This is an optimization exercise on Yosys and OpenROAD, whose aim is small area, a short achievable clock period and few clock cycles, not a production implementation.
At most, simulation tests tie the RTL to the original design; equivalence was not proved.
Power figures rest on the tool's default switching activity, not on a simulated workload.

==> module fetch_unit, before the edit <==
module fetch_unit (
	input  logic        clock,
	input  logic        reset,
	output logic [7:0]  imem_addr,
	input  logic [31:0] instr,       
	output logic [2:0]  rs1,         
	output logic [2:0]  rs2,
	input  logic [15:0] rd1,
	input  logic [15:0] rd2,
	input  logic [7:0]  reg_nz,      
	input  logic        x_wr,        
	input  logic [2:0]  x_rd,
	input  logic        x_zero,      
	input  logic        x_miss,      
	input  logic [7:0]  x_alt,       
	output logic [1:0]  d_valid,
	output logic [7:0]  d_pc,
	output logic [5:0]  d_rd,
	output logic        d_alu,
	output logic        d_sub,
	output logic [1:0]  d_halt,
	output logic [15:0] d_a,
	output logic [15:0] d_b,
	output logic        d_fa,        
	output logic        d_fb,        
	output logic        d_pred       
);
	logic [7:0]  pc;
	logic        stopped;
	logic [5:0]  rd, rs1_w, rs2_w;
	logic [1:0]  is_alu, is_sub, is_addi, is_bnz, is_halt, wr, use1, use2;
	logic [31:0] imm;
	logic [15:0] target;
	logic [15:0] a, b;
	logic        fwd1, fwd2, pred;
	logic [1:0]  nz, taken, valid;
	assign imem_addr = pc;
	for (genvar w = 0; w < 2; w++) begin : g_dec
		decode_stage u_dec (
			.instr   (instr[16*w +: 16]),
			.rd      (rd[3*w +: 3]),
			.rs1     (rs1_w[3*w +: 3]),
			.rs2     (rs2_w[3*w +: 3]),
			.is_alu  (is_alu[w]),
			.is_sub  (is_sub[w]),
			.is_addi (is_addi[w]),
			.is_bnz  (is_bnz[w]),
			.is_halt (is_halt[w]),
			.wr      (wr[w]),
			.use1    (use1[w]),
			.use2    (use2[w]),
			.imm     (imm[16*w +: 16]),
			.target  (target[8*w +: 8])
		);
	end
	assign rs1  = rs1_w[2:0];
	assign rs2  = rs2_w[2:0];
	assign fwd1 = x_wr && x_rd == rs1;
	assign fwd2 = x_wr && x_rd == rs2;
	assign a    = rd1;
	assign b    = rd2;
	always_comb begin
		for (int w = 0; w < 2; w++)
			nz[w] = x_wr && x_rd == rs1_w[3*w +: 3] ? !x_zero : reg_nz[rs1_w[3*w +: 3]];
		pred     = is_bnz[1] && wr[0] && rd[2:0] == rs1_w[5:3];
		taken[0] = is_bnz[0] && nz[0];
		taken[1] = is_bnz[1] && (pred || nz[1]);
		valid[0] = !stopped;
		valid[1] = !stopped && !taken[0] && !is_halt[0] && !is_alu[1];
	end
	always_ff @(posedge clock) begin
		if (!reset) begin
			pc      <= '0;
			stopped <= 1'b0;
		end else if (x_miss) begin
			pc      <= x_alt;   
		end else if (!stopped) begin
			if (taken[0])
				pc <= target[7:0];
			else if (valid[1] && taken[1])
				pc <= target[15:8];
			else if (valid[1])
				pc <= pc + 8'd2;
			else
				pc <= pc + 8'd1;
			stopped <= is_halt[0] || (valid[1] && is_halt[1]);
		end
	end
	always_ff @(posedge clock) begin
		d_valid <= valid;
		d_pc    <= pc;
		d_rd    <= rd;
		d_alu   <= is_alu[0];
		d_sub   <= is_sub[0];
		d_halt  <= is_halt;
		d_a     <= is_sub[0] ? ~a : a;
		d_b     <= is_addi[0] ? imm[15:0] : b;
		d_fa    <= fwd1;
		d_fb    <= fwd2 && !is_addi[0];
		d_pred  <= valid[1] && pred;
		if (!reset || x_miss) begin
			d_valid <= '0;
			d_pred  <= 1'b0;
		end
	end
endmodule
==> module exec_stage, before the edit <==
module exec_stage (
	input  logic        d_sub,
	input  logic [15:0] d_a,
	input  logic [15:0] d_b,
	input  logic        d_fa,
	input  logic        d_fb,
	input  logic [15:0] last,        
	output logic [15:0] sum,
	output logic        zero
);
	logic [15:0] x, y;
	assign x = d_fa ? (d_sub ? ~last : last) : d_a;
	assign y = d_fb ? last : d_b;
	ks_add16 u_add (
		.a   (x),
		.b   (y),
		.inv (d_sub),
		.s   (sum)
	);
	assign zero = (x ^ y) == (d_sub ? 16'hffff : {x[14:0] | y[14:0], 1'b0});
endmodule
==> module ss_pipeline, before the edit <==
module ss_pipeline (
	input  logic         clock,
	input  logic         reset,
	output logic [7:0]   imem_addr,
	input  logic [47:0]  imem_data,
	output logic [2:0]   commit_valid,
	output logic [23:0]  commit_pc,
	output logic [2:0]   commit_wr_en,
	output logic [8:0]   commit_rd,
	output logic [47:0]  commit_data,
	output logic [2:0]   commit_stop,
	output logic         halted
);
	logic [2:0]  rs1, rs2;
	logic [15:0] rd1, rd2;
	logic [7:0]  reg_nz;
	logic [1:0]  d_valid, d_halt;
	logic        d_alu, d_sub, d_pred;
	logic [7:0]  d_pc;
	logic [5:0]  d_rd;
	logic [15:0] d_a, d_b;
	logic        d_fa, d_fb;
	logic [15:0] sum;
	logic        zero;
	logic        x_wr, x_miss;
	logic [1:0]  c_valid, c_stop;
	logic        c_wr_en;
	logic [7:0]  c_pc;
	logic [5:0]  c_rd;
	logic [15:0] c_data;
	assign x_wr   = d_valid[0] && d_alu && d_rd[2:0] != 3'd0;
	assign x_miss = d_pred && zero;
	fetch_unit u_fetch (
		.clock     (clock),
		.reset     (reset),
		.imem_addr (imem_addr),
		.instr     (imem_data[31:0]),
		.rs1       (rs1),
		.rs2       (rs2),
		.rd1       (rd1),
		.rd2       (rd2),
		.reg_nz    (reg_nz),
		.x_wr      (x_wr),
		.x_rd      (d_rd[2:0]),
		.x_zero    (zero),
		.x_miss    (x_miss),
		.x_alt     (d_pc + 8'd2),
		.d_valid   (d_valid),
		.d_pc      (d_pc),
		.d_rd      (d_rd),
		.d_alu     (d_alu),
		.d_sub     (d_sub),
		.d_halt    (d_halt),
		.d_a       (d_a),
		.d_b       (d_b),
		.d_fa      (d_fa),
		.d_fb      (d_fb),
		.d_pred    (d_pred)
	);
	reg_file u_reg_file (
		.clock   (clock),
		.reset   (reset),
		.wr_en   (x_wr),
		.wr_rd   (d_rd[2:0]),
		.wr_data (sum),
		.wr_zero (zero),
		.rs1     (rs1),
		.rs2     (rs2),
		.rd1     (rd1),
		.rd2     (rd2),
		.nz      (reg_nz)
	);
	exec_stage u_exec (
		.d_sub (d_sub),
		.d_a   (d_a),
		.d_b   (d_b),
		.d_fa  (d_fa),
		.d_fb  (d_fb),
		.last  (c_data),
		.sum   (sum),
		.zero  (zero)
	);
	always_ff @(posedge clock) begin
		c_valid <= d_valid;
		c_pc    <= d_pc;
		c_wr_en <= d_alu;
		c_rd    <= d_rd;
		c_data  <= d_alu ? sum : 16'd0;
		c_stop  <= d_halt;
		if (!reset)
			c_valid <= '0;
	end
	assign commit_valid = {1'b0, c_valid};
	assign commit_pc    = {8'd0, c_pc + 8'd1, c_pc};
	assign commit_wr_en = {2'b00, c_wr_en};
	assign commit_rd    = {3'd0, c_rd};
	assign commit_data  = {32'd0, c_data};
	assign commit_stop  = {1'b0, c_stop};
	always_ff @(posedge clock) begin
		if (!reset)
			halted <= 1'b0;
		else if (|(c_valid & c_stop))
			halted <= 1'b1;   
	end
endmodule
==> flow/config.mk <==
export PLATFORM = sky130hd
export DESIGN_NAME = ss_pipeline
export DESIGN_NICKNAME = ss_pipeline
export VERILOG_FILES = /design/flow/design.v
export SDC_FILE = /design/flow/constraint.sdc
export NUM_CORES = 4
export LEC_CHECK = 0
export CAP_MARGIN = 20
export CORE_MARGIN = 2
export CORE_UTILIZATION = 40
export SETUP_SLACK_MARGIN = 3
export SLEW_MARGIN = 20
==> flow/constraint.sdc <==
create_clock -name core_clock -period 6.0 [get_ports {clock}]
set_input_delay 1.2000 -clock core_clock [delete_from_list [all_inputs] [get_ports {clock}]]
set_output_delay 1.2000 -clock core_clock [all_outputs]
set_load 0.01 [all_outputs]
standard.sh (not shown) runs the stock make flow with config.mk's settings and CLKGATE_MAP_FILE= SYNTH_SCRIPT=/design/flow/synth_recipe.tcl, a recipe that flattens the netlist after the stock synthesis.
==> flow/flow/run.sh <==
#!/bin/bash
# The standard layout (standard synthesis, floorplan, placement, CTS,
# routing), except that the port buffers placed before global placement
# are sky130_fd_sc_hd__buf_2 rather than the flow's default choice (a
# clkdlybuf4s50 delay buffer), which is slow on the input and output
# paths. Make's full output goes to flow_make.log in this folder; ORFS
# keeps each step's log under orfs/logs.
set -euo pipefail
bash standard.sh "BUFFER_PORTS_ARGS=-buffer_cell sky130_fd_sc_hd__buf_2" finish > flow_make.log 2>&1
The first run passed the timing, DRC and antenna checks.
Next try:
--- a/flow/design.v
+++ b/flow/design.v
@@ -62,10 +62,11 @@
 	input  logic [15:0] rd1,
 	input  logic [15:0] rd2,
 	input  logic [7:0]  reg_nz,      
 	input  logic        x_wr,        
 	input  logic [2:0]  x_rd,
+	input  logic [15:0] x_sum,
 	input  logic        x_zero,      
 	input  logic        x_miss,      
 	input  logic [7:0]  x_alt,       
 	output logic [1:0]  d_valid,
 	output logic [7:0]  d_pc,
@@ -73,12 +74,10 @@
 	output logic        d_alu,
 	output logic        d_sub,
 	output logic [1:0]  d_halt,
 	output logic [15:0] d_a,
 	output logic [15:0] d_b,
-	output logic        d_fa,        
-	output logic        d_fb,        
 	output logic        d_pred       
 );
 	logic [7:0]  pc;
 	logic        stopped;
 	logic [5:0]  rd, rs1_w, rs2_w;
@@ -109,12 +108,12 @@
 	end
 	assign rs1  = rs1_w[2:0];
 	assign rs2  = rs2_w[2:0];
 	assign fwd1 = x_wr && x_rd == rs1;
 	assign fwd2 = x_wr && x_rd == rs2;
-	assign a    = rd1;
-	assign b    = rd2;
+	assign a    = fwd1 ? x_sum : rd1;
+	assign b    = fwd2 ? x_sum : rd2;
 	always_comb begin
 		for (int w = 0; w < 2; w++)
 			nz[w] = x_wr && x_rd == rs1_w[3*w +: 3] ? !x_zero : reg_nz[rs1_w[3*w +: 3]];
 		pred     = is_bnz[1] && wr[0] && rd[2:0] == rs1_w[5:3];
 		taken[0] = is_bnz[0] && nz[0];
@@ -147,12 +146,10 @@
 		d_alu   <= is_alu[0];
 		d_sub   <= is_sub[0];
 		d_halt  <= is_halt;
 		d_a     <= is_sub[0] ? ~a : a;
 		d_b     <= is_addi[0] ? imm[15:0] : b;
-		d_fa    <= fwd1;
-		d_fb    <= fwd2 && !is_addi[0];
 		d_pred  <= valid[1] && pred;
 		if (!reset || x_miss) begin
 			d_valid <= '0;
 			d_pred  <= 1'b0;
 		end
@@ -198,26 +195,20 @@
 `default_nettype none
 module exec_stage (
 	input  logic        d_sub,
 	input  logic [15:0] d_a,
 	input  logic [15:0] d_b,
-	input  logic        d_fa,
-	input  logic        d_fb,
-	input  logic [15:0] last,        
 	output logic [15:0] sum,
 	output logic        zero
 );
-	logic [15:0] x, y;
-	assign x = d_fa ? (d_sub ? ~last : last) : d_a;
-	assign y = d_fb ? last : d_b;
 	ks_add16 u_add (
-		.a   (x),
-		.b   (y),
+		.a   (d_a),
+		.b   (d_b),
 		.inv (d_sub),
 		.s   (sum)
 	);
-	assign zero = (x ^ y) == (d_sub ? 16'hffff : {x[14:0] | y[14:0], 1'b0});
+	assign zero = (d_a ^ d_b) == (d_sub ? 16'hffff : {d_a[14:0] | d_b[14:0], 1'b0});
 endmodule
 module ks_add16 (
 	input  logic [15:0] a,
 	input  logic [15:0] b,
 	input  logic        inv,
@@ -267,11 +258,10 @@
 	logic [1:0]  d_valid, d_halt;
 	logic        d_alu, d_sub, d_pred;
 	logic [7:0]  d_pc;
 	logic [5:0]  d_rd;
 	logic [15:0] d_a, d_b;
-	logic        d_fa, d_fb;
 	logic [15:0] sum;
 	logic        zero;
 	logic        x_wr, x_miss;
 	logic [1:0]  c_valid, c_stop;
 	logic        c_wr_en;
@@ -290,10 +280,11 @@
 		.rd1       (rd1),
 		.rd2       (rd2),
 		.reg_nz    (reg_nz),
 		.x_wr      (x_wr),
 		.x_rd      (d_rd[2:0]),
+		.x_sum     (sum),
 		.x_zero    (zero),
 		.x_miss    (x_miss),
 		.x_alt     (d_pc + 8'd2),
 		.d_valid   (d_valid),
 		.d_pc      (d_pc),
@@ -301,12 +292,10 @@
 		.d_alu     (d_alu),
 		.d_sub     (d_sub),
 		.d_halt    (d_halt),
 		.d_a       (d_a),
 		.d_b       (d_b),
-		.d_fa      (d_fa),
-		.d_fb      (d_fb),
 		.d_pred    (d_pred)
 	);
 	reg_file u_reg_file (
 		.clock   (clock),
 		.reset   (reset),
@@ -322,13 +311,10 @@
 	);
 	exec_stage u_exec (
 		.d_sub (d_sub),
 		.d_a   (d_a),
 		.d_b   (d_b),
-		.d_fa  (d_fa),
-		.d_fb  (d_fb),
-		.last  (c_data),
 		.sum   (sum),
 		.zero  (zero)
 	);
 	always_ff @(posedge clock) begin
 		c_valid <= d_valid;
Effect:
- hold slack gets better by 4.8 ps
- non-clock buffer count is lower by 28
- synthesized area goes down slightly
- cell count decreases by a few percent
- combinational power decreases by a few percent
- worst setup slack improved by 780 ps
- die area falls slightly
- sequential cell count fell by 2
- core utilization decreases by 2.6 points
Testbench counts after the change, summed over its fixed seeds: cycles 7,372.
For the first run of this note, only the layout was checked, not whether the RTL still works.

static timing again, ports no longer ideal:
The flow's constraints put no driver on any port. The routed layouts listed below were extracted and timed again, unchanged, in two steps.
Step 1 (the two cells are an assumption about what drives the block):
set clk [get_ports {clock}]
set_driving_cell -lib_cell sky130_fd_sc_hd__clkbuf_16 $clk
set_driving_cell -lib_cell sky130_fd_sc_hd__buf_2 [delete_from_list [all_inputs] $clk]
Step 2 adds t to the input delays and takes it off the output delays; t is the mean of the earliest and latest rising clock arrival at the registers after step 1. Input paths then give back, and output paths get back, about the clock's delay inside the block.
Slacks: ideal ports / drivers / drivers and shift; pairs: ideal ports / drivers.
run | shift t [ns] | setup WS [ns] | latest minus earliest clock arrival (ns) | cell pins on the clock port's net
the first run | 0.570 | 2.292 / 2.292 / 1.881 | 0.020 / 0.019 | 1
the second run | 0.558 | 3.073 / 3.031 / 2.539 | 0.011 / 0.010 | 1
After both steps every run listed still meets setup and hold. For the second run, which loses most, drivers alone change the setup slack by -0.042 ns; drivers and shift together by -0.534 ns.
